Source: an optimization exercise on an open RTL-to-GDS flow (aim: small area). Production flows keep margins and buffers that such runs may drop. Function was not checked in any run shown here: the RTL went through the layout flow alone.

### standard.sh
#!/bin/bash
# synth_recipe.tcl (not shown) runs the flow's synth.tcl, then flattens the netlist and writes it again
# the make line also repeats each setting of config.mk as NAME=value (left out here)
make -C /OpenROAD-flow-scripts/flow DESIGN_CONFIG=/design/flow/config.mk WORK_HOME=/design/flow/orfs CLKGATE_MAP_FILE= SYNTH_SCRIPT=/design/flow/synth_recipe.tcl "${@:-finish}"
### flow/run.sh
#!/bin/bash
# The standard layout, with the port buffers made of the smallest buffer and a clock tree
# without dummy loads. Each tool's output goes to orfs/logs; make's own output to flow_make.log.
set -euo pipefail
bash standard.sh \
  "BUFFER_PORTS_ARGS=-buffer_cell sky130_fd_sc_hd__buf_1" \
  "CTS_ARGS=-sink_clustering_enable -repair_clock_nets -dont_use_dummy_load -sink_clustering_size 18 -sink_clustering_max_diameter 60 -buf_list {sky130_fd_sc_hd__clkbuf_8}" \
  finish > flow_make.log 2>&1
### constraint.sdc
create_clock -name core_clock -period 6.5 [get_ports {clk}]
set_input_delay 1.3000 -clock core_clock [delete_from_list [all_inputs] [get_ports {clk}]]
set_output_delay 1.3000 -clock core_clock [all_outputs]
set_load 0.01 [all_outputs]
### config.mk
export PLATFORM = sky130hd
export DESIGN_NAME = window_mult_pipe
export DESIGN_NICKNAME = window_mult_pipe
export VERILOG_FILES = /design/flow/design.v
export SDC_FILE = /design/flow/constraint.sdc
export NUM_CORES = 4
export LEC_CHECK = 0
export CAP_MARGIN = 20
export CORE_MARGIN = 2
export CORE_UTILIZATION = 60
export PLACE_DENSITY = 0.72
export SLEW_MARGIN = 20
export SYNTH_HIERARCHICAL = 1
### design.v
module window_mult_pipe #(
  parameter int K   = 3,
  parameter int NI  = 8,
  parameter int NF  = 8,
  parameter int LAT = 2,
  parameter int CW  = 5
) (
  input  logic                            clk,
  input  logic                            rst_n,
  input  logic                            in_valid,
  output logic                            in_ready,
  input  logic                            sgn_i,
  input  logic [K*K*NI-1:0]               i_flat,
  input  logic [K*K*NF-1:0]               f_flat,
  input  logic [CW-1:0]                   row_in,
  input  logic [CW-1:0]                   col_in,
  input  logic                            done_in,
  output logic                            out_valid,
  input  logic                            out_ready,
  output logic [K*K*(NI+NF)-1:0]          d_flat,
  output logic [CW-1:0]                   row_out,
  output logic [CW-1:0]                   col_out,
  output logic                            done_out,
  output logic [NI+NF+$clog2(K*K)-1:0]    sum_o
);
  localparam int N  = K * K;
  localparam int W  = NI + NF;
  localparam int SW = W + $clog2(N);
  localparam int SB = 2 * CW + 1;
  logic w_en;
  assign w_en     = !out_valid || out_ready;
  assign in_ready = w_en;
  logic [2:0] r_vld;
  always_ff @(posedge clk or negedge rst_n) begin
    if (!rst_n)    r_vld <= '0;
    else if (w_en) r_vld <= {r_vld[1:0], in_valid};
  end
  assign out_valid = r_vld[2];
  logic [N*NI-1:0] r1_i;
  logic [N*NF-1:0] r1_f;
  logic            r1_s;
  logic [SB-1:0]   r1_sb, r2_sb, r3_sb;
  logic [N*W-1:0]  r2_d, r3_d;
  logic [N*W-1:0]  w_prod;
  for (genvar e = 0; e < N; e++) begin : g_lane
    wm_mul u_mul (.p(r1_i[e*NI +: NI]), .pn(~r1_i[e*NI +: NI]), .s(r1_s), .f(r1_f[e*NF +: NF]),
                  .fn(~r1_f[e*NF +: NF]), .y(w_prod[e*W +: W]));
  end
  always_ff @(posedge clk) begin
    if (w_en) begin
      r1_i  <= i_flat;
      r1_f  <= f_flat;
      r1_s  <= sgn_i;
      r1_sb <= {done_in, col_in, row_in};
      r2_d  <= w_prod;
      r2_sb <= r1_sb;
      r3_d  <= r2_d;
      r3_sb <= r2_sb;
    end
  end
  logic [SW-1:0] w_sum;
  wm_sum u_sum (.d(r3_d), .y(w_sum));
  assign d_flat   = r3_d;
  assign row_out  = r3_sb[CW-1:0];
  assign col_out  = r3_sb[2*CW-1:CW];
  assign done_out = r3_sb[2*CW];
  assign sum_o    = w_sum;
endmodule
module wm_cpa20 (input logic [19:0] a, input logic [19:0] b, output logic [19:0] y);
  assign y = a + b;
endmodule
module wm_fa (input logic a, input logic b, input logic c, output logic s, output logic co);
  assign s  = a ^ b ^ c;
  assign co = (a & b) | (a & c) | (b & c);
endmodule
module wm_ha (input logic a, input logic b, output logic s, output logic co);
  assign s  = a ^ b;
  assign co = a & b;
endmodule
module wm_mul (
  input  logic [7:0]  p,
  input  logic [7:0]  pn,
  input  logic        s,
  input  logic [7:0]  f,
  input  logic [7:0]  fn,
  output logic [15:0] y
);
  wire q = s & p[7];
  wire pp1 = ~(pn[0] | fn[0]);
  wire pp2 = ~(pn[0] | fn[1]);
  wire pp3 = ~(pn[1] | fn[0]);
  wire pp4 = ~(pn[0] | fn[2]);
  wire pp5 = ~(pn[1] | fn[1]);
  wire pp6 = ~(pn[2] | fn[0]);
  wire pp7 = ~(pn[0] | fn[3]);
  wire pp8 = ~(pn[1] | fn[2]);
  wire pp9 = ~(pn[2] | fn[1]);
  wire pp10 = ~(pn[3] | fn[0]);
  wire pp11 = ~(pn[0] | fn[4]);
  wire pp12 = ~(pn[1] | fn[3]);
  wire pp13 = ~(pn[2] | fn[2]);
  wire pp14 = ~(pn[3] | fn[1]);
  wire pp15 = ~(pn[4] | fn[0]);
  wire pp16 = ~(pn[0] | fn[5]);
  wire pp17 = ~(pn[1] | fn[4]);
  wire pp18 = ~(pn[2] | fn[3]);
  wire pp19 = ~(pn[3] | fn[2]);
  wire pp20 = ~(pn[4] | fn[1]);
  wire pp21 = ~(pn[5] | fn[0]);
  wire pp22 = ~(pn[0] | fn[6]);
  wire pp23 = ~(pn[1] | fn[5]);
  wire pp24 = ~(pn[2] | fn[4]);
  wire pp25 = ~(pn[3] | fn[3]);
  wire pp26 = ~(pn[4] | fn[2]);
  wire pp27 = ~(pn[5] | fn[1]);
  wire pp28 = ~(pn[6] | fn[0]);
  wire pp29 = ~(pn[1] | fn[6]);
  wire pp30 = ~(pn[2] | fn[5]);
  wire pp31 = ~(pn[3] | fn[4]);
  wire pp32 = ~(pn[4] | fn[3]);
  wire pp33 = ~(pn[5] | fn[2]);
  wire pp34 = ~(pn[6] | fn[1]);
  wire pp35 = ~(pn[7] | fn[0]);
  wire pp36 = ~(p[0] & f[7]);
  wire pp37 = ~(pn[2] | fn[6]);
  wire pp38 = ~(pn[3] | fn[5]);
  wire pp39 = ~(pn[4] | fn[4]);
  wire pp40 = ~(pn[5] | fn[3]);
  wire pp41 = ~(pn[6] | fn[2]);
  wire pp42 = ~(pn[7] | fn[1]);
  wire pp43 = ~(p[1] & f[7]);
  wire pp44 = ~(q & f[0]);
  wire pp45 = ~(pn[3] | fn[6]);
  wire pp46 = ~(pn[4] | fn[5]);
  wire pp47 = ~(pn[5] | fn[4]);
  wire pp48 = ~(pn[6] | fn[3]);
  wire pp49 = ~(pn[7] | fn[2]);
  wire pp50 = ~(p[2] & f[7]);
  wire pp51 = ~(q & f[1]);
  wire pp52 = ~(pn[4] | fn[6]);
  wire pp53 = ~(pn[5] | fn[5]);
  wire pp54 = ~(pn[6] | fn[4]);
  wire pp55 = ~(pn[7] | fn[3]);
  wire pp56 = ~(p[3] & f[7]);
  wire pp57 = ~(q & f[2]);
  wire pp58 = ~(pn[5] | fn[6]);
  wire pp59 = ~(pn[6] | fn[5]);
  wire pp60 = ~(pn[7] | fn[4]);
  wire pp61 = ~(p[4] & f[7]);
  wire pp62 = ~(q & f[3]);
  wire pp63 = ~(pn[6] | fn[6]);
  wire pp64 = ~(pn[7] | fn[5]);
  wire pp65 = ~(p[5] & f[7]);
  wire pp66 = ~(q & f[4]);
  wire pp67 = ~(pn[7] | fn[6]);
  wire pp68 = ~(p[6] & f[7]);
  wire pp69 = ~(q & f[5]);
  wire pp70 = ~(p[7] & f[7]);
  wire pp71 = ~(q & f[6]);
  wire pp72 = (q & f[7]);
  wire n73 = ~pp29;
  wire n74 = ~pp37;
  wire s75, c76;
  wm_ha u_ha77 (.a(pp4), .b(pp5), .s(s75), .co(c76));
  wire s78, c79;
  wm_fa u_fa80 (.a(pp7), .b(pp8), .c(pp9), .s(s78), .co(c79));
  wire s81, c82;
  wm_ha u_ha83 (.a(pp10), .b(c76), .s(s81), .co(c82));
  wire s84, c85;
  wm_fa u_fa86 (.a(pp11), .b(pp12), .c(pp13), .s(s84), .co(c85));
  wire s87, c88;
  wm_fa u_fa89 (.a(pp14), .b(pp15), .c(c79), .s(s87), .co(c88));
  wire s90, c91;
  wm_ha u_ha92 (.a(c82), .b(s84), .s(s90), .co(c91));
  wire s93, c94;
  wm_fa u_fa95 (.a(pp16), .b(pp17), .c(pp18), .s(s93), .co(c94));
  wire s96, c97;
  wm_fa u_fa98 (.a(pp19), .b(pp20), .c(pp21), .s(s96), .co(c97));
  wire s99, c100;
  wm_fa u_fa101 (.a(c85), .b(s93), .c(s96), .s(s99), .co(c100));
  wire s102, c103;
  wm_ha u_ha104 (.a(c91), .b(c88), .s(s102), .co(c103));
  wire s105, c106;
  wm_fa u_fa107 (.a(pp22), .b(pp23), .c(pp24), .s(s105), .co(c106));
  wire s108, c109;
  wm_fa u_fa110 (.a(pp25), .b(pp26), .c(pp27), .s(s108), .co(c109));
  wire s111, c112;
  wm_fa u_fa113 (.a(pp28), .b(c94), .c(c97), .s(s111), .co(c112));
  wire s114, c115;
  wm_fa u_fa116 (.a(s105), .b(s108), .c(s111), .s(s114), .co(c115));
  wire s117, c118;
  wm_ha u_ha119 (.a(c100), .b(c103), .s(s117), .co(c118));
  wire s120, c121;
  wm_fa u_fa122 (.a(pp30), .b(pp31), .c(pp32), .s(s120), .co(c121));
  wire s123, c124;
  wm_fa u_fa125 (.a(pp33), .b(pp34), .c(pp35), .s(s123), .co(c124));
  wire s126, c127;
  wm_fa u_fa128 (.a(pp36), .b(n73), .c(c106), .s(s126), .co(c127));
  wire s129, c130;
  wm_fa u_fa131 (.a(c109), .b(s120), .c(s123), .s(s129), .co(c130));
  wire s132, c133;
  wm_fa u_fa134 (.a(c112), .b(s126), .c(s129), .s(s132), .co(c133));
  wire s135, c136;
  wm_ha u_ha137 (.a(c118), .b(c115), .s(s135), .co(c136));
  wire s138, c139;
  wm_fa u_fa140 (.a(pp38), .b(pp39), .c(pp40), .s(s138), .co(c139));
  wire s141, c142;
  wm_fa u_fa143 (.a(pp41), .b(pp42), .c(pp43), .s(s141), .co(c142));
  wire s144, c145;
  wm_fa u_fa146 (.a(pp44), .b(pp29), .c(n74), .s(s144), .co(c145));
  wire s147, c148;
  wm_fa u_fa149 (.a(c121), .b(c124), .c(s138), .s(s147), .co(c148));
  wire s150, c151;
  wm_fa u_fa152 (.a(s141), .b(s144), .c(c127), .s(s150), .co(c151));
  wire s153, c154;
  wm_fa u_fa155 (.a(c130), .b(s147), .c(s150), .s(s153), .co(c154));
  wire s156, c157;
  wm_ha u_ha158 (.a(c133), .b(c136), .s(s156), .co(c157));
  wire s159, c160;
  wm_fa u_fa161 (.a(pp45), .b(pp46), .c(pp47), .s(s159), .co(c160));
  wire s162, c163;
  wm_fa u_fa164 (.a(pp48), .b(pp49), .c(pp50), .s(s162), .co(c163));
  wire s165, c166;
  wm_fa u_fa167 (.a(pp51), .b(pp37), .c(c139), .s(s165), .co(c166));
  wire s168, c169;
  wm_fa u_fa170 (.a(c142), .b(c145), .c(s159), .s(s168), .co(c169));
  wire s171, c172;
  wm_fa u_fa173 (.a(s162), .b(c148), .c(s165), .s(s171), .co(c172));
  wire s174, c175;
  wm_fa u_fa176 (.a(s168), .b(c151), .c(s171), .s(s174), .co(c175));
  wire s177, c178;
  wm_ha u_ha179 (.a(c154), .b(c157), .s(s177), .co(c178));
  wire s180, c181;
  wm_fa u_fa182 (.a(pp52), .b(pp53), .c(pp54), .s(s180), .co(c181));
  wire s183, c184;
  wm_fa u_fa185 (.a(pp55), .b(pp56), .c(pp57), .s(s183), .co(c184));
  wire s186, c187;
  wm_fa u_fa188 (.a(c160), .b(c163), .c(s180), .s(s186), .co(c187));
  wire s189, c190;
  wm_fa u_fa191 (.a(s183), .b(c166), .c(c169), .s(s189), .co(c190));
  wire s192, c193;
  wm_fa u_fa194 (.a(s186), .b(c172), .c(s189), .s(s192), .co(c193));
  wire s195, c196;
  wm_ha u_ha197 (.a(c175), .b(s192), .s(s195), .co(c196));
  wire s198, c199;
  wm_fa u_fa200 (.a(pp58), .b(pp59), .c(pp60), .s(s198), .co(c199));
  wire s201, c202;
  wm_fa u_fa203 (.a(pp61), .b(pp62), .c(c181), .s(s201), .co(c202));
  wire s204, c205;
  wm_fa u_fa206 (.a(c184), .b(s198), .c(c187), .s(s204), .co(c205));
  wire s207, c208;
  wm_fa u_fa209 (.a(s201), .b(c190), .c(s204), .s(s207), .co(c208));
  wire s210, c211;
  wm_ha u_ha212 (.a(c193), .b(s207), .s(s210), .co(c211));
  wire s213, c214;
  wm_fa u_fa215 (.a(pp63), .b(pp64), .c(pp65), .s(s213), .co(c214));
  wire s216, c217;
  wm_fa u_fa218 (.a(pp66), .b(c199), .c(s213), .s(s216), .co(c217));
  wire s219, c220;
  wm_fa u_fa221 (.a(c202), .b(s216), .c(c205), .s(s219), .co(c220));
  wire s222, c223;
  wm_ha u_ha224 (.a(c208), .b(s219), .s(s222), .co(c223));
  wire s225, c226;
  wm_fa u_fa227 (.a(pp67), .b(pp68), .c(pp69), .s(s225), .co(c226));
  wire s228, c229;
  wm_fa u_fa230 (.a(c214), .b(s225), .c(c217), .s(s228), .co(c229));
  wire s231, c232;
  wm_ha u_ha233 (.a(s228), .b(c220), .s(s231), .co(c232));
  wire s234, c235;
  wm_fa u_fa236 (.a(pp70), .b(pp71), .c(c226), .s(s234), .co(c235));
  wire s237, c238;
  wm_ha u_ha239 (.a(s234), .b(c229), .s(s237), .co(c238));
  wire x240 = pp72 ^ c235;
  wire s241, c242;
  wm_ha u_ha243 (.a(pp2), .b(pp3), .s(s241), .co(c242));
  wire s244, c245;
  wm_fa u_fa246 (.a(pp6), .b(s75), .c(c242), .s(s244), .co(c245));
  wire s247, c248;
  wm_fa u_fa249 (.a(s78), .b(s81), .c(c245), .s(s247), .co(c248));
  wire s250, c251;
  wm_fa u_fa252 (.a(s90), .b(s87), .c(c248), .s(s250), .co(c251));
  wire s253, c254;
  wm_fa u_fa255 (.a(s99), .b(s102), .c(c251), .s(s253), .co(c254));
  wire s256, c257;
  wm_fa u_fa258 (.a(s117), .b(s114), .c(c254), .s(s256), .co(c257));
  wire s259, c260;
  wm_fa u_fa261 (.a(s132), .b(s135), .c(c257), .s(s259), .co(c260));
  wire s262, c263;
  wm_fa u_fa264 (.a(s153), .b(s156), .c(c260), .s(s262), .co(c263));
  wire s265, c266;
  wm_fa u_fa267 (.a(s174), .b(s177), .c(c263), .s(s265), .co(c266));
  wire s268, c269;
  wm_ha u_ha270 (.a(c178), .b(s195), .s(s268), .co(c269));
  wire s271, c272;
  wm_fa u_fa273 (.a(c196), .b(s210), .c(c269), .s(s271), .co(c272));
  wire s274, c275;
  wm_fa u_fa276 (.a(s222), .b(c211), .c(c272), .s(s274), .co(c275));
  wire s277, c278;
  wm_fa u_fa279 (.a(s231), .b(c223), .c(c275), .s(s277), .co(c278));
  wire s280, c281;
  wm_fa u_fa282 (.a(s237), .b(c232), .c(c278), .s(s280), .co(c281));
  wire x283 = x240 ^ c238 ^ c281;
  wire y284 = s268 ^ c266;
  wire k285 = c266 & s268;
  wire y286 = s271 ^ k285;
  wire k287 = k285 & s271;
  wire y288 = s274 ^ k287;
  wire k289 = k287 & s274;
  wire y290 = s277 ^ k289;
  wire k291 = k289 & s277;
  wire y292 = s280 ^ k291;
  wire k293 = k291 & s280;
  wire y294 = x283 ^ k293;
  assign y = {y294, y292, y290, y288, y286, y284, s265, s262, s259, s256, s253, s250, s247, s244, s241, pp1};
endmodule
module wm_sum (
  input  logic [143:0] d,
  output logic [19:0]  y
);
  wire t1 = ~d[15];
  wire t2 = ~d[31];
  wire t3 = ~d[47];
  wire t4 = ~d[63];
  wire t5 = ~d[79];
  wire t6 = ~d[95];
  wire t7 = ~d[111];
  wire t8 = ~d[127];
  wire t9 = ~d[143];
  wire n10 = ~t1;
  wire n11 = ~t1;
  wire n12 = ~t1;
  wire s13, c14;
  wm_fa u_fa15 (.a(d[0]), .b(d[16]), .c(d[32]), .s(s13), .co(c14));
  wire s16, c17;
  wm_fa u_fa18 (.a(d[48]), .b(d[64]), .c(d[80]), .s(s16), .co(c17));
  wire s19, c20;
  wm_fa u_fa21 (.a(d[96]), .b(d[112]), .c(d[128]), .s(s19), .co(c20));
  wire s22, c23;
  wm_ha u_ha24 (.a(s13), .b(s16), .s(s22), .co(c23));
  wire s25, c26;
  wm_fa u_fa27 (.a(d[1]), .b(d[17]), .c(d[33]), .s(s25), .co(c26));
  wire s28, c29;
  wm_fa u_fa30 (.a(d[49]), .b(d[65]), .c(d[81]), .s(s28), .co(c29));
  wire s31, c32;
  wm_fa u_fa33 (.a(d[97]), .b(d[113]), .c(d[129]), .s(s31), .co(c32));
  wire s34, c35;
  wm_fa u_fa36 (.a(c14), .b(c17), .c(c20), .s(s34), .co(c35));
  wire s37, c38;
  wm_fa u_fa39 (.a(s25), .b(s28), .c(s31), .s(s37), .co(c38));
  wire s40, c41;
  wm_ha u_ha42 (.a(c23), .b(s34), .s(s40), .co(c41));
  wire s43, c44;
  wm_fa u_fa45 (.a(d[2]), .b(d[18]), .c(d[34]), .s(s43), .co(c44));
  wire s46, c47;
  wm_fa u_fa48 (.a(d[50]), .b(d[66]), .c(d[82]), .s(s46), .co(c47));
  wire s49, c50;
  wm_fa u_fa51 (.a(d[98]), .b(d[114]), .c(d[130]), .s(s49), .co(c50));
  wire s52, c53;
  wm_fa u_fa54 (.a(c26), .b(c29), .c(c32), .s(s52), .co(c53));
  wire s55, c56;
  wm_fa u_fa57 (.a(s43), .b(s46), .c(s49), .s(s55), .co(c56));
  wire s58, c59;
  wm_fa u_fa60 (.a(c35), .b(c38), .c(s52), .s(s58), .co(c59));
  wire s61, c62;
  wm_ha u_ha63 (.a(s55), .b(c41), .s(s61), .co(c62));
  wire s64, c65;
  wm_fa u_fa66 (.a(d[3]), .b(d[19]), .c(d[35]), .s(s64), .co(c65));
  wire s67, c68;
  wm_fa u_fa69 (.a(d[51]), .b(d[67]), .c(d[83]), .s(s67), .co(c68));
  wire s70, c71;
  wm_fa u_fa72 (.a(d[99]), .b(d[115]), .c(d[131]), .s(s70), .co(c71));
  wire s73, c74;
  wm_fa u_fa75 (.a(c44), .b(c47), .c(c50), .s(s73), .co(c74));
  wire s76, c77;
  wm_fa u_fa78 (.a(s64), .b(s67), .c(s70), .s(s76), .co(c77));
  wire s79, c80;
  wm_fa u_fa81 (.a(c53), .b(c56), .c(s73), .s(s79), .co(c80));
  wire s82, c83;
  wm_fa u_fa84 (.a(s76), .b(c59), .c(c62), .s(s82), .co(c83));
  wire s85, c86;
  wm_fa u_fa87 (.a(d[4]), .b(d[20]), .c(d[36]), .s(s85), .co(c86));
  wire s88, c89;
  wm_fa u_fa90 (.a(d[52]), .b(d[68]), .c(d[84]), .s(s88), .co(c89));
  wire s91, c92;
  wm_fa u_fa93 (.a(d[100]), .b(d[116]), .c(d[132]), .s(s91), .co(c92));
  wire s94, c95;
  wm_fa u_fa96 (.a(c65), .b(c68), .c(c71), .s(s94), .co(c95));
  wire s97, c98;
  wm_fa u_fa99 (.a(s85), .b(s88), .c(s91), .s(s97), .co(c98));
  wire s100, c101;
  wm_fa u_fa102 (.a(c74), .b(c77), .c(s94), .s(s100), .co(c101));
  wire s103, c104;
  wm_fa u_fa105 (.a(s97), .b(c80), .c(s100), .s(s103), .co(c104));
  wire s106, c107;
  wm_fa u_fa108 (.a(d[5]), .b(d[21]), .c(d[37]), .s(s106), .co(c107));
  wire s109, c110;
  wm_fa u_fa111 (.a(d[53]), .b(d[69]), .c(d[85]), .s(s109), .co(c110));
  wire s112, c113;
  wm_fa u_fa114 (.a(d[101]), .b(d[117]), .c(d[133]), .s(s112), .co(c113));
  wire s115, c116;
  wm_fa u_fa117 (.a(c86), .b(c89), .c(c92), .s(s115), .co(c116));
  wire s118, c119;
  wm_fa u_fa120 (.a(s106), .b(s109), .c(s112), .s(s118), .co(c119));
  wire s121, c122;
  wm_fa u_fa123 (.a(c95), .b(c98), .c(s115), .s(s121), .co(c122));
  wire s124, c125;
  wm_fa u_fa126 (.a(s118), .b(c101), .c(s121), .s(s124), .co(c125));
  wire s127, c128;
  wm_fa u_fa129 (.a(d[6]), .b(d[22]), .c(d[38]), .s(s127), .co(c128));
  wire s130, c131;
  wm_fa u_fa132 (.a(d[54]), .b(d[70]), .c(d[86]), .s(s130), .co(c131));
  wire s133, c134;
  wm_fa u_fa135 (.a(d[102]), .b(d[118]), .c(d[134]), .s(s133), .co(c134));
  wire s136, c137;
  wm_fa u_fa138 (.a(c107), .b(c110), .c(c113), .s(s136), .co(c137));
  wire s139, c140;
  wm_fa u_fa141 (.a(s127), .b(s130), .c(s133), .s(s139), .co(c140));
  wire s142, c143;
  wm_fa u_fa144 (.a(c116), .b(c119), .c(s136), .s(s142), .co(c143));
  wire s145, c146;
  wm_fa u_fa147 (.a(s139), .b(c122), .c(s142), .s(s145), .co(c146));
  wire s148, c149;
  wm_fa u_fa150 (.a(d[7]), .b(d[23]), .c(d[39]), .s(s148), .co(c149));
  wire s151, c152;
  wm_fa u_fa153 (.a(d[55]), .b(d[71]), .c(d[87]), .s(s151), .co(c152));
  wire s154, c155;
  wm_fa u_fa156 (.a(d[103]), .b(d[119]), .c(d[135]), .s(s154), .co(c155));
  wire s157, c158;
  wm_fa u_fa159 (.a(c128), .b(c131), .c(c134), .s(s157), .co(c158));
  wire s160, c161;
  wm_fa u_fa162 (.a(s148), .b(s151), .c(s154), .s(s160), .co(c161));
  wire s163, c164;
  wm_fa u_fa165 (.a(c137), .b(c140), .c(s157), .s(s163), .co(c164));
  wire s166, c167;
  wm_fa u_fa168 (.a(s160), .b(c143), .c(s163), .s(s166), .co(c167));
  wire s169, c170;
  wm_fa u_fa171 (.a(d[8]), .b(d[24]), .c(d[40]), .s(s169), .co(c170));
  wire s172, c173;
  wm_fa u_fa174 (.a(d[56]), .b(d[72]), .c(d[88]), .s(s172), .co(c173));
  wire s175, c176;
  wm_fa u_fa177 (.a(d[104]), .b(d[120]), .c(d[136]), .s(s175), .co(c176));
  wire s178, c179;
  wm_fa u_fa180 (.a(c149), .b(c152), .c(c155), .s(s178), .co(c179));
  wire s181, c182;
  wm_fa u_fa183 (.a(s169), .b(s172), .c(s175), .s(s181), .co(c182));
  wire s184, c185;
  wm_fa u_fa186 (.a(c158), .b(c161), .c(s178), .s(s184), .co(c185));
  wire s187, c188;
  wm_fa u_fa189 (.a(s181), .b(c164), .c(s184), .s(s187), .co(c188));
  wire s190, c191;
  wm_fa u_fa192 (.a(d[9]), .b(d[25]), .c(d[41]), .s(s190), .co(c191));
  wire s193, c194;
  wm_fa u_fa195 (.a(d[57]), .b(d[73]), .c(d[89]), .s(s193), .co(c194));
  wire s196, c197;
  wm_fa u_fa198 (.a(d[105]), .b(d[121]), .c(d[137]), .s(s196), .co(c197));
  wire s199, c200;
  wm_fa u_fa201 (.a(c170), .b(c173), .c(c176), .s(s199), .co(c200));
  wire s202, c203;
  wm_fa u_fa204 (.a(s190), .b(s193), .c(s196), .s(s202), .co(c203));
  wire s205, c206;
  wm_fa u_fa207 (.a(c179), .b(c182), .c(s199), .s(s205), .co(c206));
  wire s208, c209;
  wm_fa u_fa210 (.a(s202), .b(c185), .c(s205), .s(s208), .co(c209));
  wire s211, c212;
  wm_fa u_fa213 (.a(d[10]), .b(d[26]), .c(d[42]), .s(s211), .co(c212));
  wire s214, c215;
  wm_fa u_fa216 (.a(d[58]), .b(d[74]), .c(d[90]), .s(s214), .co(c215));
  wire s217, c218;
  wm_fa u_fa219 (.a(d[106]), .b(d[122]), .c(d[138]), .s(s217), .co(c218));
  wire s220, c221;
  wm_fa u_fa222 (.a(c191), .b(c194), .c(c197), .s(s220), .co(c221));
  wire s223, c224;
  wm_fa u_fa225 (.a(s211), .b(s214), .c(s217), .s(s223), .co(c224));
  wire s226, c227;
  wm_fa u_fa228 (.a(c200), .b(c203), .c(s220), .s(s226), .co(c227));
  wire s229, c230;
  wm_fa u_fa231 (.a(s223), .b(c206), .c(s226), .s(s229), .co(c230));
  wire s232, c233;
  wm_fa u_fa234 (.a(d[11]), .b(d[27]), .c(d[43]), .s(s232), .co(c233));
  wire s235, c236;
  wm_fa u_fa237 (.a(d[59]), .b(d[75]), .c(d[91]), .s(s235), .co(c236));
  wire s238, c239;
  wm_fa u_fa240 (.a(d[107]), .b(d[123]), .c(d[139]), .s(s238), .co(c239));
  wire s241, c242;
  wm_fa u_fa243 (.a(c212), .b(c215), .c(c218), .s(s241), .co(c242));
  wire s244, c245;
  wm_fa u_fa246 (.a(s232), .b(s235), .c(s238), .s(s244), .co(c245));
  wire s247, c248;
  wm_fa u_fa249 (.a(c221), .b(c224), .c(s241), .s(s247), .co(c248));
  wire s250, c251;
  wm_fa u_fa252 (.a(s244), .b(c227), .c(s247), .s(s250), .co(c251));
  wire s253, c254;
  wm_fa u_fa255 (.a(d[12]), .b(d[28]), .c(d[44]), .s(s253), .co(c254));
  wire s256, c257;
  wm_fa u_fa258 (.a(d[60]), .b(d[76]), .c(d[92]), .s(s256), .co(c257));
  wire s259, c260;
  wm_fa u_fa261 (.a(d[108]), .b(d[124]), .c(d[140]), .s(s259), .co(c260));
  wire s262, c263;
  wm_fa u_fa264 (.a(c233), .b(c236), .c(c239), .s(s262), .co(c263));
  wire s265, c266;
  wm_fa u_fa267 (.a(s253), .b(s256), .c(s259), .s(s265), .co(c266));
  wire s268, c269;
  wm_fa u_fa270 (.a(c242), .b(c245), .c(s262), .s(s268), .co(c269));
  wire s271, c272;
  wm_fa u_fa273 (.a(s265), .b(c248), .c(s268), .s(s271), .co(c272));
  wire s274, c275;
  wm_fa u_fa276 (.a(d[13]), .b(d[29]), .c(d[45]), .s(s274), .co(c275));
  wire s277, c278;
  wm_fa u_fa279 (.a(d[61]), .b(d[77]), .c(d[93]), .s(s277), .co(c278));
  wire s280, c281;
  wm_fa u_fa282 (.a(d[109]), .b(d[125]), .c(d[141]), .s(s280), .co(c281));
  wire s283, c284;
  wm_fa u_fa285 (.a(c254), .b(c257), .c(c260), .s(s283), .co(c284));
  wire s286, c287;
  wm_fa u_fa288 (.a(s274), .b(s277), .c(s280), .s(s286), .co(c287));
  wire s289, c290;
  wm_fa u_fa291 (.a(c263), .b(c266), .c(s283), .s(s289), .co(c290));
  wire s292, c293;
  wm_fa u_fa294 (.a(s286), .b(c269), .c(s289), .s(s292), .co(c293));
  wire s295, c296;
  wm_fa u_fa297 (.a(d[14]), .b(d[30]), .c(d[46]), .s(s295), .co(c296));
  wire s298, c299;
  wm_fa u_fa300 (.a(d[62]), .b(d[78]), .c(d[94]), .s(s298), .co(c299));
  wire s301, c302;
  wm_fa u_fa303 (.a(d[110]), .b(d[126]), .c(d[142]), .s(s301), .co(c302));
  wire s304, c305;
  wm_fa u_fa306 (.a(c275), .b(c278), .c(c281), .s(s304), .co(c305));
  wire s307, c308;
  wm_fa u_fa309 (.a(s295), .b(s298), .c(s301), .s(s307), .co(c308));
  wire s310, c311;
  wm_fa u_fa312 (.a(c284), .b(c287), .c(s304), .s(s310), .co(c311));
  wire s313, c314;
  wm_fa u_fa315 (.a(s307), .b(c290), .c(s310), .s(s313), .co(c314));
  wire s316, c317;
  wm_fa u_fa318 (.a(t2), .b(t3), .c(t4), .s(s316), .co(c317));
  wire s319, c320;
  wm_fa u_fa321 (.a(t5), .b(t6), .c(t7), .s(s319), .co(c320));
  wire s322, c323;
  wm_fa u_fa324 (.a(t8), .b(t9), .c(n10), .s(s322), .co(c323));
  wire s325, c326;
  wm_fa u_fa327 (.a(c296), .b(c299), .c(c302), .s(s325), .co(c326));
  wire s328, c329;
  wm_fa u_fa330 (.a(s316), .b(s319), .c(s322), .s(s328), .co(c329));
  wire s331, c332;
  wm_fa u_fa333 (.a(c305), .b(c308), .c(s325), .s(s331), .co(c332));
  wire s334, c335;
  wm_fa u_fa336 (.a(s328), .b(c311), .c(s331), .s(s334), .co(c335));
  wire s337, c338;
  wm_fa u_fa339 (.a(n11), .b(c317), .c(c320), .s(s337), .co(c338));
  wire s340, c341;
  wm_fa u_fa342 (.a(c323), .b(c326), .c(s337), .s(s340), .co(c341));
  wire s343, c344;
  wm_fa u_fa345 (.a(c329), .b(c332), .c(s340), .s(s343), .co(c344));
  wire s346, c347;
  wm_fa u_fa348 (.a(n12), .b(c338), .c(c341), .s(s346), .co(c347));
  wire s349, c350;
  wm_ha u_ha351 (.a(s19), .b(s22), .s(s349), .co(c350));
  wire s352, c353;
  wm_ha u_ha354 (.a(s37), .b(s40), .s(s352), .co(c353));
  wire s355, c356;
  wm_ha u_ha357 (.a(s58), .b(s61), .s(s355), .co(c356));
  wire s358, c359;
  wm_ha u_ha360 (.a(s79), .b(s82), .s(s358), .co(c359));
  wire s361, c362;
  wm_ha u_ha363 (.a(c83), .b(s103), .s(s361), .co(c362));
  wire s364, c365;
  wm_ha u_ha366 (.a(c104), .b(s124), .s(s364), .co(c365));
  wire s367, c368;
  wm_ha u_ha369 (.a(c125), .b(s145), .s(s367), .co(c368));
  wire s370, c371;
  wm_ha u_ha372 (.a(c146), .b(s166), .s(s370), .co(c371));
  wire s373, c374;
  wm_ha u_ha375 (.a(c167), .b(s187), .s(s373), .co(c374));
  wire s376, c377;
  wm_ha u_ha378 (.a(c188), .b(s208), .s(s376), .co(c377));
  wire s379, c380;
  wm_ha u_ha381 (.a(c209), .b(s229), .s(s379), .co(c380));
  wire s382, c383;
  wm_ha u_ha384 (.a(c230), .b(s250), .s(s382), .co(c383));
  wire s385, c386;
  wm_ha u_ha387 (.a(c251), .b(s271), .s(s385), .co(c386));
  wire s388, c389;
  wm_ha u_ha390 (.a(c272), .b(s292), .s(s388), .co(c389));
  wire s391, c392;
  wm_ha u_ha393 (.a(c293), .b(s313), .s(s391), .co(c392));
  wire s394, c395;
  wm_ha u_ha396 (.a(c314), .b(s334), .s(s394), .co(c395));
  wire s397, c398;
  wm_ha u_ha399 (.a(c335), .b(s343), .s(s397), .co(c398));
  wire s400, c401;
  wm_ha u_ha402 (.a(c344), .b(s346), .s(s400), .co(c401));
  wire s403, c404;
  wm_ha u_ha405 (.a(t1), .b(c347), .s(s403), .co(c404));
  wire [19:0] pfx406;
  wm_pfx20 u_pfx406 (.g({1'b0, c404, c401, c398, c395, c392, c389, c386, c383, c380, c377, c374, c371, c368, c365, c362, c359, c356, c353, c350}), .p({1'b1, s403, s400, s397, s394, s391, s388, s385, s382, s379, s376, s373, s370, s367, s364, s361, s358, s355, s352, s349}), .y(pfx406));
  assign y = {pfx406[19], pfx406[18], pfx406[17], pfx406[16], pfx406[15], pfx406[14], pfx406[13], pfx406[12], pfx406[11], pfx406[10], pfx406[9], pfx406[8], pfx406[7], pfx406[6], pfx406[5], pfx406[4], pfx406[3], pfx406[2], pfx406[1], pfx406[0]};
endmodule
module wm_pfx20 (
  input  logic [19:0] g,
  input  logic [19:0] p,
  output logic [19:0] y
);
  wire G1 = g[1] | (p[1] & g[0]);
  wire P2 = p[1] & p[0];
  wire G3 = g[3] | (p[3] & g[2]);
  wire P4 = p[3] & p[2];
  wire G5 = g[5] | (p[5] & g[4]);
  wire P6 = p[5] & p[4];
  wire G7 = g[7] | (p[7] & g[6]);
  wire P8 = p[7] & p[6];
  wire G9 = g[9] | (p[9] & g[8]);
  wire P10 = p[9] & p[8];
  wire G11 = g[11] | (p[11] & g[10]);
  wire P12 = p[11] & p[10];
  wire G13 = g[13] | (p[13] & g[12]);
  wire P14 = p[13] & p[12];
  wire G15 = g[15] | (p[15] & g[14]);
  wire P16 = p[15] & p[14];
  wire G17 = g[17] | (p[17] & g[16]);
  wire P18 = p[17] & p[16];
  wire G19 = g[19] | (p[19] & g[18]);
  wire P20 = p[19] & p[18];
  wire G21 = g[2] | (p[2] & G1);
  wire P22 = p[2] & P2;
  wire G23 = G3 | (P4 & G1);
  wire P24 = P4 & P2;
  wire G25 = g[6] | (p[6] & G5);
  wire P26 = p[6] & P6;
  wire G27 = G7 | (P8 & G5);
  wire P28 = P8 & P6;
  wire G29 = g[10] | (p[10] & G9);
  wire P30 = p[10] & P10;
  wire G31 = G11 | (P12 & G9);
  wire P32 = P12 & P10;
  wire G33 = g[14] | (p[14] & G13);
  wire P34 = p[14] & P14;
  wire G35 = G15 | (P16 & G13);
  wire P36 = P16 & P14;
  wire G37 = g[18] | (p[18] & G17);
  wire P38 = p[18] & P18;
  wire G39 = G19 | (P20 & G17);
  wire P40 = P20 & P18;
  wire G41 = g[4] | (p[4] & G23);
  wire P42 = p[4] & P24;
  wire G43 = G5 | (P6 & G23);
  wire P44 = P6 & P24;
  wire G45 = G25 | (P26 & G23);
  wire P46 = P26 & P24;
  wire G47 = G27 | (P28 & G23);
  wire P48 = P28 & P24;
  wire G49 = g[12] | (p[12] & G31);
  wire P50 = p[12] & P32;
  wire G51 = G13 | (P14 & G31);
  wire P52 = P14 & P32;
  wire G53 = G33 | (P34 & G31);
  wire P54 = P34 & P32;
  wire G55 = G35 | (P36 & G31);
  wire P56 = P36 & P32;
  wire G57 = g[8] | (p[8] & G47);
  wire P58 = p[8] & P48;
  wire G59 = G9 | (P10 & G47);
  wire P60 = P10 & P48;
  wire G61 = G29 | (P30 & G47);
  wire P62 = P30 & P48;
  wire G63 = G31 | (P32 & G47);
  wire P64 = P32 & P48;
  wire G65 = G49 | (P50 & G47);
  wire P66 = P50 & P48;
  wire G67 = G51 | (P52 & G47);
  wire P68 = P52 & P48;
  wire G69 = G53 | (P54 & G47);
  wire P70 = P54 & P48;
  wire G71 = G55 | (P56 & G47);
  wire P72 = P56 & P48;
  wire G73 = g[16] | (p[16] & G71);
  wire P74 = p[16] & P72;
  wire G75 = G17 | (P18 & G71);
  wire P76 = P18 & P72;
  wire G77 = G37 | (P38 & G71);
  wire P78 = P38 & P72;
  wire G79 = G39 | (P40 & G71);
  wire P80 = P40 & P72;
  assign y = {p[19] ^ G77, p[18] ^ G75, p[17] ^ G73, p[16] ^ G71, p[15] ^ G69, p[14] ^ G67, p[13] ^ G65, p[12] ^ G63, p[11] ^ G61, p[10] ^ G59, p[9] ^ G57, p[8] ^ G47, p[7] ^ G45, p[6] ^ G43, p[5] ^ G41, p[4] ^ G23, p[3] ^ G21, p[2] ^ G1, p[1] ^ g[0], p[0]};
endmodule
==> results of run 1 <==
==> flip-flops by register name (all words and copies together), names as in the netlist <==
register and cells:
r2_d 144, r3_d 144, r1_f 72, r1_i 72, r1_sb 11, r2_sb 11
r3_sb 11, r_vld 3, r1_s 1
==> through the flow <==
stage	TNS (ns)	utilization [%]	hold WS, ns
finish	0	64.16	0.3629
global route	-0.01489	64.16	0.3602
CTS	-0.006007	63.56	0.3667
detailed placement	0	62.24	0.4045
global placement	0	62.24	0.4006
floorplan	0	-	0.4003
==> path summary, 6_finish.rpt <==
path	depth (start not counted)	from	slack, ns	to
setup / recovery	13	r3_d[98]	0.14	sum_o[17]
hold / removal	0	r2_d[107]	0.36	r3_d[107]
setup reg to reg	18	r1_f[42]	0.50	r2_d[95]
hold reg to reg	0	r2_d[107]	0.36	r3_d[107]
max in group asynchronous	1	rst_n	5.86	r_vld[0]
min in group asynchronous	1	rst_n	0.43	r_vld[1]
==> critical path: stages (launching register included) <==
cell and delay (ns):
edfxtp_1 0.45, fa_1 0.55, fa_1 0.45, fa_1 0.58
fa_1 0.46, ha_4 0.30, nand3_1 0.14, a211oi_4 0.26
o311ai_4 0.15, o31ai_4 0.38, ha_2 0.23, nor2_2 0.05
xnor2_2 0.22, buf_2 0.18
==> layer usage <==
layer	vias to the layer above	track usage [%]	wire length [um]
met1	9759	37.41	30180
met2	671	44.42	37860
met3	92	7.270	6443
met5	-	1.307	108
met4	2	7.226	1927
li1	8005	-	-
==> area by class of cell <==
| class | instances | area, um^2 |
|---|---|---|
| Clock buffer | 48 | 660.6 |
| Timing Repair Buffer | 383 | 1655 |
| Multi-Input combinational cell | 1552 | 18080 |
| Sequential cell | 469 | 14070 |
| Antenna cell | 1 | 2.502 |
| Inverter | 166 | 623.1 |
| Tap cell | 756 | 945.9 |
| Fill cell | 4312 | 20130 |
==> cells in the final DEF (no fill, tap or decap), drive strengths merged, types with 11 or more instances in the layout <==
master	instances
clkbuf	50
nor2	495
inv	166
or2	19
nand3	13
a21oi	11
xor2	20
edfxtp	466
fa	595
xnor2	12
ha	207
nand2	140
buf	381
==> repair_timing <==
action / in CTS / in global routing
hold buffers: 0 / 0
buffers inserted: 6 / 20
endpoints found under the setup margin: 3 / 6
pin swaps: 6 / 17
resized for setup: 7 / 40
hold endpoints to repair: 0 / 0
==> summary.txt, run 1 <==
crit path max fanout - 3
Finished Cell Area - 36040 um^2
Area Growth Syn to Fin - 6.163%
Final Hold Fails - 0
Fin Clk Skew - 0.07724 ns
largest net degree at the start of global routing - 185
final WL - 76520 um
initial antenna violation count - 3
startpoint types - register
Via density - 5.490
Starting DRT DRC Count - 1295
final-report setup violation count - 0
H-tree depth - 2
fmax - 157.3 MHz
port buffer count - 336
fin nets - 3582
Via Count - 18530
count of pins over their slew limit - 0
syn avg cell area - 14.12 um^2
placed cell count - 3299
Final HPWL DP - 62680 um
Max Cap Viol - 0
worst path required time - 5.20 ns
Tmin final - 6.358 ns
Avg WL per Cell - 22.67 um
DRC Markers - 0
die area - 58500 um^2
Finished Layout Cells - 3375
synthesized area - 33950 um^2
Least-Margin Pin Slew - 1.051 ns
Ys Warns - 7
Slew HR - 29.95%
Die Ht - 241.9 um
fraction of layout cells with a size suffix above 1 - 6.417%
Syn Inst Count - 2404
maximum clock path buffer count - 3
first-pass GRT wire length - 119100 um
TritonRoute pass-1 iters - 5
aggregate global-route resource usage - 27.46%
DP Worst Slack - 0.4584 ns
Syn Nets - 3366
crit path capture type - output pin
worst skew pair latency - 0.68 ns
status - no timing/DRC/antenna violations
CTS Buf Count - 48
vias in the first global route - 20620
post-route setup slack - 0.1419 ns
clk sinks - 469
Worst EP arrival - 5.06 ns
Core ar. - 56170 um^2
CTS tree - yes
CTS Root Cell - clkbuf_8
Reg clk slew, reported paths - 0.11 ns
RePlAce Congestion - 0.9166
die width - 241.9 um
I/O pins - 337
row cnt - 87
worst hold path type - register to register
initial core utilization - 60.44%
Post-DRT Antenna Nets - 0
placed cell areas - 34960 um^2
kind of critical path - register to output pin
fin crit share - 97.82%
GRT Residual Overflow - 0
==> run 2: changes to the inputs <==
--- a/flow/run.sh
+++ b/flow/run.sh
@@ -6,3 +6,3 @@
   "BUFFER_PORTS_ARGS=-buffer_cell sky130_fd_sc_hd__buf_1" \
-  "CTS_ARGS=-sink_clustering_enable -repair_clock_nets -dont_use_dummy_load -sink_clustering_size 18 -sink_clustering_max_diameter 60 -buf_list {sky130_fd_sc_hd__clkbuf_8}" \
+  "CTS_ARGS=-sink_clustering_enable -repair_clock_nets -dont_use_dummy_load -sink_clustering_size 10 -sink_clustering_max_diameter 45 -buf_list {sky130_fd_sc_hd__clkbuf_4}" \
   finish > flow_make.log 2>&1
==> run 2 against run 1 <==
  * Utilization rose by 0.36 points
  * Clock skew grew 0.017 ns
  * Flip-flop and latch count did not move
  * Critical path depth did not move
==> summary.txt, run 2 <==
status - no timing/DRC/antenna violations
Avg WL per Cell - 22.51 um (-0.74%)
Syn Nets - 3366 (unchanged)
reg-to-reg startpoint - r1_s
CTS Root Cell - clkbuf_4
clk sinks - 469 (unchanged)
worst hold path type - input port to asynchronous set/reset pin
CTS tree - yes
I/O pins - 337 (unchanged)
aggregate global-route resource usage - 27.83% (+0.36 points)
fraction of layout cells with a size suffix above 1 - 9.128% (+2.7 points)
Via density - 5.467 (-0.43%)
Max Cap Viol - 0 (unchanged)
kind of critical path - register to output pin
vias in the first global route - 20960 (+1.6%)
Hold Buf Count CTS - 0 (unchanged)
H-tree depth - 3 (+1)
worst skew pair latency - 0.83 ns (+0.15 ns)
Reg2Reg Setup Slack - 0.45 ns (-0.05 ns)
fin nets - 3626 (+1.2%)
maximum clock path buffer count - 3 (unchanged)
Tmin final - 6.466 ns (+0.1082 ns)
RePlAce Congestion - 0.9166 (unchanged)
worst path required time - 5.20 ns (about the same)
Top Registers - r2_d x144, r3_d x144
CP startpoint - r3_d[6]
initial antenna violation count - 4 (+1)
die area - 58500 um^2 (unchanged)
fin crit share - 99.48% (+1.7 points)
crit-path most repeated cell - fa_1
CP Cell Sequence - fa_2, fa_1, fa_1, fa_1, ha_4, nand3_4, a211oi_4, o311ai_4, o31ai_4, buf_4, a31oi_4, xnor2_1, buf_4
GRT Residual Overflow - 0 (unchanged)
Slew HR - 32.22% (+2.3 points)
Reg clk slew, reported paths - 0.10 ns (about the same)
fmax - 154.6 MHz (-1.7%)
WHS - 0.2527 ns (-0.1102 ns)
count of pins over their slew limit - 0 (unchanged)
Least-Margin Pin Slew - 1.017 ns (-0.03399 ns)
Final HPWL DP - 62680 um (unchanged)
Starting DRT DRC Count - 1255 (-3.1%)
Crit-path slowest cell - fa_1
initial core utilization - 60.44% (unchanged)
RSZ-0062 raised after global routing - yes
DRC Markers - 0 (unchanged)
Syn Inst Count - 2404 (unchanged)
R2R depth - 16 (-2)
Fin Setup TNS - 0 ns (unchanged)
TritonRoute pass-1 iters - 5 (unchanged)
final WL - 77040 um (+0.68%)
commonest non-fill, non-tap cell in the layout - fa_1
crit path capture type - output pin
row cnt - 87 (unchanged)
Largest stage delay, worst path - 0.57 ns (about the same)
CTS Buf Count - 74 (+54%)
Fin Clk Skew - 0.09457 ns (+0.01733 ns)
Post-DRT Antenna Nets - 0 (unchanged)
crit path max fanout - 3 (unchanged)
Ys Warns - 7 (unchanged)
Final Hold Fails - 0 (unchanged)
layout filler cell count - 4282 (-0.70%)
Die Ht - 241.9 um (unchanged)
startpoint types - register
port buffer count - 336 (unchanged)
die width - 241.9 um (unchanged)
Area Growth Syn to Fin - 6.760%
most frequent cells in the layout - fa_1 (553), nor2_1 (494), edfxtp_1 (466)
synthesized area - 33950 um^2 (unchanged)
Via Count - 18710 (+0.99%)
syn avg cell area - 14.12 um^2 (unchanged)
final-report setup violation count - 0 (unchanged)
Core ar. - 56170 um^2 (unchanged)
largest net degree at the start of global routing - 185 (unchanged)
Worst EP arrival - 5.17 ns (+0.11 ns)
first-pass GRT wire length - 120400 um (+1.1%)
run 2: repair_timing:
action                     4_1_cts  5_1_grt
pin swaps                       34       20
gates resized for setup         54       34
setup endpoints to repair        9        9
setup buffers                   31       13
run 2: cell type report:
| class | instances | area [um^2] | area share, % |
|---|---|---|---|
| antenna | 5 | 12.51 | 0.03452 |
| clock buffer | 74 | 555.5 | 1.533 |
| inverter | 166 | 623.1 | 1.719 |
| multi-input combinational | 1552 | 18230 | 50.29 |
| sequential | 469 | 14070 | 38.82 |
| tap | 756 | 945.9 | 2.610 |
| timing repair buffer | 401 | 1812 | 4.999 |
run 2: critical path, delay by kind of cell, from the launching register on:
| family | cells | cell delay (ns) |
|---|---|---|
| compound gates | 4 | 0.91 |
| flops | 1 | 0.50 |
| fa+ha+maj | 5 | 2.27 |
| buf+inv | 2 | 0.36 |
| xor+xnor | 1 | 0.17 |
| simple gates | 1 | 0.09 |
run 2: metrics by stage:
step / worst slack [ns] / area [um^2] / utilization (%) / instances
floorplan: 0.6197 / 33950 / - / 2404
global placement: 0.5573 / 34960 / 62.24 / 3299
detailed placement: 0.4584 / 34960 / 62.24 / 3299
CTS: -0.03602 / 35970 / 64.05 / 3404
global route: -0.1782 / 36240 / 64.52 / 3422
finish: 0.03365 / 36240 / 64.52 / 3423
run 2: final timing paths:
check / end
min reg2reg: r3_d[115]
max in group asynchronous: r_vld[0]
min in group core_clock: r3_d[115]
min: r_vld[1]
max: sum_o[18]
max reg2reg: r2_d[15]
run 2: metal layers:
layer	track usage (%)	vias up	part of all wire (%)
met4	6.917	0	2.4
li1	-	8131	-
met5	0	-	0
met1	37.26	9797	39
met2	45.11	683	50
met3	8.557	101	9.3

==> static timing again, ports no longer ideal <==
How much do the figures lean on ideal ports? The routed layouts below were timed once more, with nothing changed but the port constraints.
Step 1 (the two cells are an assumption about what drives the block):
set clk [get_ports {clk}]
set_driving_cell -lib_cell sky130_fd_sc_hd__clkbuf_16 $clk
set_driving_cell -lib_cell sky130_fd_sc_hd__buf_2 [delete_from_list [all_inputs] $clk]
Step 2, shift: input delay + t, output delay - t, t = (earliest + latest rising clock arrival at the registers) / 2. This alone moves slack from input paths to output paths.
a / b / c = ideal ports / drivers / drivers and shift; a / b = the first two.
run | t, ns | setup WS [ns] | clock arrival spread, ns | worst register clock-pin slew, ns | cell pins on the clock port's net
run 1 | 0.704 | 0.142 / 0.086 / 0.495 | 0.094 / 0.094 | 0.11 / 0.11 | 1
run 2 | 0.852 | 0.034 / -0.022 / 0.448 | 0.113 / 0.113 | 0.11 / 0.11 | 1
After both steps every run listed still meets setup and hold.
